This design comes from an exercise in tuning for small area and a short achievable clock period on the open sky130 flow, not from production work. Where RTL was checked, it was by simulation tests only, not by an equivalence proof against the original. Power figures rest on the tool's default switching activity, not on a simulated workload.

== build 37 ==
// exec_mem_top
module exec_mem_top (
    input  logic                i_clock,
    input  logic                i_reset,
    input  cpu_pkg::inst_addr_t i_pc,
    input  logic [3:0]          i_alu_op,
    input  cpu_pkg::data_t      i_operand_a,
    input  cpu_pkg::data_t      i_operand_b,
    input  cpu_pkg::data_t      i_store_data,
    input  logic                i_mem_wr_enable,
    input  cpu_pkg::reg_addr_t  i_reg_wr_addr,
    input  logic                i_reg_wr_enable,
    input  logic [1:0]          i_wb_sel,
    input  logic                i_flush,
    output cpu_pkg::data_t      o_wb_data,
    output cpu_pkg::reg_addr_t  o_wb_reg_addr,
    output logic                o_wb_reg_wr_enable
);
Size: ~4900 cells after synthesis, roughly 2300 flip-flops, about 180 I/O pins, ~87000 um2 of cells after synthesis.
Settings: LEC_CHECK=0, CAP_MARGIN=20, CORE_MARGIN=2, CORE_UTILIZATION=40, CTS_CLUSTER_DIAMETER=80, CTS_CLUSTER_SIZE=26, HOLD_SLACK_MARGIN=0, PLACE_DENSITY=0.75, SETUP_SLACK_MARGIN=2.0, SLEW_MARGIN=20, SYNTH_HIERARCHICAL=1; clock period 4.5 ns.
standard.sh (not shown) runs the stock make flow with config.mk's settings and CLKGATE_MAP_FILE= SYNTH_SCRIPT=/design/flow/synth_recipe.tcl, a recipe that flattens the netlist after the stock synthesis.
==> flow/flow/run.sh <==
#!/bin/bash
set -euo pipefail
export BUFFER_PORTS_ARGS="-buffer_cell sky130_fd_sc_hd__buf_2"
bash standard.sh > standard.log 2>&1
In summary, build 37 completed successfully, with a layout that passed the timing, design-rule and antenna checks.
[inputs] build 22 vs build 37
- GPL_ROUTABILITY_DRIVEN: unset -> 0
Findings:
- Both conditions hold for build 37: the flow ran to the end and the final layout passed the timing, design-rule and antenna checks.
- Build 22 closes out successfully: all stages finished, all timing, DRC and antenna checks passed.
- The delay of the slowest critical-path stage reported for build 22 is smaller than that of build 37 by 0.07 ns.
- Re post-route minimum period: build 22 is 0.18 ns up on build 37.
- Build 37 and build 22 ended up with nearly the same final cell utilization of the core.
- Sort build 37 and build 22 by first-pass iteration count of the detailed router, ascending, and build 37 comes first.
- Going from build 37 to build 22, non-clock buffer count in the final layout went down about 7%; total internal power went down 0.87%.
- Build 37 reports its slowest stage cell on the critical path as sky130_fd_sc_hd__nor4b_2 while build 22 reports sky130_fd_sc_hd__a222oi_1.
- On build 22: switching power as a share of total power is 0.26 points lower than what build 37 gave.
- Comparing build 37 and build 22, clock power share is higher on build 37.
- Compared with build 37, CTS buffer count in build 22 decreased by a few percent.
The inputs of build 25 differ from those of build 22 as listed below.
- GPL_ROUTABILITY_DRIVEN: 0 -> unset
- PLACE_DENSITY: 0.75 -> unset
- TNS_END_PERCENT: unset -> 10
==> notes.md <==
- Internal power summed over all cells (lower): build 22
- From build 22 to build 25 the numbers moved as follows: power picked up an extra 1.4%, sequential share of layout area shows no meaningful change.
- Build 25 against build 22: wire length after detailed routing went up 8.5%, total routed wire length on the met1 layer went up 25%.
Here is what was changed in the inputs of build 65 compared with build 25.
- TNS_END_PERCENT removed (was 10)
- GPL_ROUTABILITY_DRIVEN newly set to 0
==> comparison <==
Build 65 went all the way through synthesis, placement and routing and the layout is clean on timing, DRC and antenna. Sort build 25 and build 65 by total routing usage reported by global routing, ascending, and build 65 comes first. When the final numbers for build 25 and build 65 were put side by side, the layout overhead on the synthesized area turned out to be smaller in build 25. Build 25 → build 65: combinational power now sits at about the same level; worst setup slack climbed 0.11 ns; detailed-route wire length on metal 1 fell 3.7%.
[inputs] build 26 vs build 65
- GPL_ROUTABILITY_DRIVEN no longer set, was 0
Results
The switching part of the total was comparable across build 26 and build 65.
Number of global-route vias before repair was lower in build 26 than in build 65.
Compared build 65 against build 26; final area within noise.
Between build 65 and build 26, logic gate share of total power increased.
Number of clock-tree buffers in the layout in build 26 is about 4.5% lower than in build 65
Looking at worst-skew pair later-pin latency, build 26 sits 0.03 ns higher than build 65 does.
The number of flip-flops and latches of build 65 and that of build 26 are within noise of each other.
Diff build 65 -> build 26: first-iteration DRC count lower; detailed-route wire length climbed 3600 um; areal power density over the cells has decreased.
No run of this note included a check of the RTL's function; only the layout flow was run.

* * *

Setup of oak:
Another version of the RTL of exec_mem_top (not shown whole).
Size in the first run: roughly 4600 cells after synthesis, about 2200 flip-flops, ~84000 um2 of cells after synthesis.
clock: 4.5 ns
lec_check: 0
cap_margin: 20
core_margin: 2
core_utilization: 50
cts_cluster_diameter: 80
cts_cluster_size: 26
hold_slack_margin: 0
setup_slack_margin: 2.0
slew_margin: 20
synth_hierarchical: 1
Scripts as last shown in full above: flow/flow/run.sh
> inputs changed (oak -> pine)
diff --git a/flow/config.mk b/flow/config.mk
--- a/flow/config.mk
+++ b/flow/config.mk
@@ -10 +10 @@
-export CORE_UTILIZATION = 50
+export CORE_UTILIZATION = 40
@@ -14 +14 @@
-export SETUP_SLACK_MARGIN = 2.0
+export SETUP_SLACK_MARGIN = 2.4
==> notes.md <==
pine was carried through to the last stage, and its layout satisfied the timing, design-rule and antenna checks. Between oak and pine, the flow reports detailed-route wire length per cell decreasing by a few percent. Design area (lower): oak. Depth of the worst register-to-register path, oak and pine: higher on pine. Highest-delay cell along the critical path: sky130_fd_sc_hd__nor3_4 -> pine, sky130_fd_sc_hd__mux4_2 -> oak. Per the comparison of pine with oak, initial antenna violation count increased 4, area enclosed by the die boundary grew by about 25%, wire length of the first global-routing pass saw an increase, storage element area essentially unchanged, clock period minus final worst setup slack shrank by 85 ps. Final core utilization: pine < oak. Taking oak as the reference, in pine clock buffer and inverter area fraction after layout has decreased; worst setup slack after layout went up 85 ps.
Relative to pine, the following input files were edited for birch:
diff --git a/flow/config.mk b/flow/config.mk
--- a/flow/config.mk
+++ b/flow/config.mk
@@ -14 +14 @@
-export SETUP_SLACK_MARGIN = 2.4
+export SETUP_SLACK_MARGIN = 2.0
Findings:
On net switching share of the total power, the lower figure sits with pine, not birch.
In terms of clock network area share, birch and pine differ only marginally.
Comparing birch and pine, the higher fraction of power consumed by combinational cells is on pine.
On via count: between birch and pine, it ends up higher for pine.
The higher final clock period utilization by the worst path of birch and pine is in birch.
No run of this note included a check of the RTL's function; only the layout flow was run.

* * *

Another version of the RTL of exec_mem_top (not shown whole).
Size in the first run: ~4700 cells after synthesis, roughly 2200 flip-flops, ~85000 µm² of cells after synthesis.
clock: 4.5 ns
lec_check: 0
cap_margin: 20
core_margin: 2
core_utilization: 40
cts_cluster_diameter: 80
cts_cluster_size: 26
hold_slack_margin: 0
setup_slack_margin: 2.2
slew_margin: 20
synth_hierarchical: 1
Scripts as last shown in full above: flow/flow/run.sh
Then changed:
- SETUP_SLACK_MARGIN: 2.2 -> 2.0
- TNS_END_PERCENT: unset -> 10
Fmax is higher by about 0.3%.
Cell count goes down by about 1.6%.
Register-to-register slack hardly moves.
Sequential share of layout area rises by 2.0 points.
Area after synthesis is unchanged.
Routed wire length came out lower by about 2.3%.
Die area does not change.

* * *

exec_mem_top, a different RTL version from the one above (not shown whole).
Size: roughly 180 I/O pins.
Settings: LEC_CHECK=0, CAP_MARGIN=20, CORE_MARGIN=2, CORE_UTILIZATION=40, CTS_CLUSTER_DIAMETER=80, CTS_CLUSTER_SIZE=26, HOLD_SLACK_MARGIN=0, SETUP_SLACK_MARGIN=2.0, SLEW_MARGIN=20, SYNTH_HIERARCHICAL=1, TNS_END_PERCENT=10; clock period 4.5 ns.
Scripts as last shown in full above: flow/flow/run.sh
The first run completed without violations.
Change:
TNS_END_PERCENT = unset   (was 10)
The changed run produced a clean layout.
Die area does not change.
Routed wire length hardly moves.
Power came out lower slightly.
Utilization hardly moves.
Critical path depth rises by 3.
No run of this note included a check of the RTL's function; only the layout flow was run.

* * *

## v16
RTL: one of the versions met above, not the one the previous note started from.
Size in the first run: ~4700 cells after synthesis, ~2200 flip-flops, about 180 I/O pins.
==> flow/config.mk <==
export PLATFORM = sky130hd
export DESIGN_NAME = exec_mem_top
export DESIGN_NICKNAME = exec_mem_top
export VERILOG_FILES = /design/flow/design.v
export SDC_FILE = /design/flow/constraint.sdc
export NUM_CORES = 4
export LEC_CHECK = 0
export CAP_MARGIN = 20
export CORE_MARGIN = 2
export CORE_UTILIZATION = 40
export CTS_CLUSTER_DIAMETER = 80
export CTS_CLUSTER_SIZE = 26
export HOLD_SLACK_MARGIN = 0
export SETUP_SLACK_MARGIN = 1.7
export SLEW_MARGIN = 20
export SYNTH_HIERARCHICAL = 1
==> flow/constraint.sdc <==
create_clock -name core_clock -period 4.5 [get_ports {i_clock}]
set_input_delay 0.9000 -clock core_clock [delete_from_list [all_inputs] [get_ports {i_clock}]]
set_output_delay 0.9000 -clock core_clock [all_outputs]
set_load 0.01 [all_outputs]
Scripts as last shown in full above: flow/flow/run.sh
v16 completed every stage of the flow, and the final layout passed the timing, design-rule and antenna checks.
## Diff of input files: v22 against v16
- SETUP_SLACK_MARGIN changed from 1.7 to 2.0
Between v22 and v16, it is v22 whose number of placed cells counting well taps is higher, by 31. Compared v22 vs v16, and global-route usage is up in v22. A worst setup path endpoint of u_memory_stage.o_wb_data[26] is what v22 shows, while u_memory_stage.o_wb_data[23] belongs to v16. [v22] count of clock-buffer cells in the layout rose 3 relative to v16. Cmp v16 and v22 / final area / lower: v16. The top achievable clock speed reported for v22 is greater than that of v16 by about 8%. Final cell count, v22 vs v16: up slightly. Max clock network fraction of total power across v16 and v22: v16. Of v16 and v22, the higher post-placement setup slack belongs to v16.
Input changes introduced in v28 (baseline for comparison: v22):
- putting PLACE_DENSITY at 0.75 where nothing was set
==> notes.md <==
- Any difference in part of the total power dissipated in combinational logic between v22 and v28 is small enough to ignore.
- Sort v28 and v22 by highest fanout seen on the critical path, descending, and v22 comes first.
- The flow did not stop early for v28: all stages ran, and the layout cleared the timing, design-rule and antenna checks.
- Overall track demand over capacity in global routing (lower): v28

* * *

Another version of the RTL of exec_mem_top (not shown whole).
For scale: about 2,200 flip-flops, about 180 I/O pins.
export LEC_CHECK = 0
export CAP_MARGIN = 20
export CORE_MARGIN = 2
export CORE_UTILIZATION = 40
export CTS_CLUSTER_DIAMETER = 80
export CTS_CLUSTER_SIZE = 26
export HOLD_SLACK_MARGIN = 0
export PLACE_DENSITY = 0.75
export SETUP_SLACK_MARGIN = 2.0
export SLEW_MARGIN = 20
export SYNTH_HIERARCHICAL = 1
create_clock -name core_clock -period 4.5 [get_ports {i_clock}]
Scripts as last shown in full above: flow/flow/run.sh
The baseline finished clean.
Then changed:
--- a/flow/config.mk
+++ b/flow/config.mk
@@ -13,3 +13,2 @@
 export HOLD_SLACK_MARGIN = 0
-export PLACE_DENSITY = 0.75
 export SETUP_SLACK_MARGIN = 2.0
Effect:
- The new run finished clean
- global-route usage rose by 1.7 points
- via count shrinks slightly
- setup slack degrades by 0.016 ns
- area after synthesis is unchanged
- design area increases slightly
- die area does not change
Function was not checked in any run of this note: the RTL went through the layout flow alone.

[separate check: timing with driven ports]
The results above use ideal ports. As a check the final layouts listed here were re-extracted and re-timed, cells and wires unchanged.
Step 1: set_driving_cell puts a clkbuf_16 on i_clock and a buf_2 on each other input, an assumption about the parent block.
Step 2 also shifts input and output timing later by t, the mid clock arrival at the registers, as if the neighbouring blocks saw the same clock.
Three values: ideal ports, drivers, drivers and shift; two values: the first two.
| run | t, ns | setup WS [ns] | latest minus earliest clock arrival (ns) | worst slew at a driven data input, ns |
|---|---|---|---|---|
| build 37 | 0.833 | 1.909 / 1.888 / 1.056 | 0.093 / 0.093 | 0.20 |
| build 22 | 0.858 | 1.733 / 1.583 / 0.725 | 0.106 / 0.105 | 0.26 |
| build 25 | 0.854 | 1.703 / 1.681 / 0.827 | 0.096 / 0.096 | 0.23 |
| build 65 | 0.849 | 1.811 / 1.826 / 0.977 | 0.063 / 0.064 | 0.21 |
| build 26 | 0.858 | 1.938 / 1.844 / 0.986 | 0.093 / 0.093 | 0.23 |
| oak | 0.847 | 1.674 / 1.600 / 0.753 | 0.060 / 0.060 | 0.26 |
| pine | 0.893 | 1.759 / 1.661 / 0.769 | 0.046 / 0.045 | 0.26 |
| birch | 0.888 | 1.743 / 1.717 / 0.829 | 0.051 / 0.052 | 0.27 |
| the first run of note 3 | 0.891 | 1.672 / 1.672 / 0.853 | 0.043 / 0.043 | 0.20 |
| the second run of note 3 | 0.871 | 1.680 / 1.680 / 0.905 | 0.066 / 0.066 | 0.20 |
| the first run of note 4 | 0.847 | 1.786 / 1.611 / 0.764 | 0.071 / 0.070 | 0.28 |
| the second run of note 4 | 0.853 | 1.798 / 1.653 / 0.801 | 0.045 / 0.045 | 0.24 |
| v16 | 0.879 | 1.639 / 1.639 / 0.840 | 0.098 / 0.099 | 0.08 |
| v22 | 0.872 | 1.850 / 1.684 / 0.812 | 0.050 / 0.050 | 0.37 |
| v28 | 0.860 | 1.721 / 1.721 / 0.945 | 0.053 / 0.052 | 0.28 |
| the first run of note 6 | 0.847 | 1.745 / 1.651 / 0.803 | 0.049 / 0.049 | 0.18 |
| the second run of note 6 | 0.875 | 1.729 / 1.639 / 0.764 | 0.063 / 0.063 | 0.18 |
After both steps every run listed still meets setup and hold. For v22, which loses most, drivers alone change the setup slack by -0.166 ns; drivers and shift together by -1.038 ns.
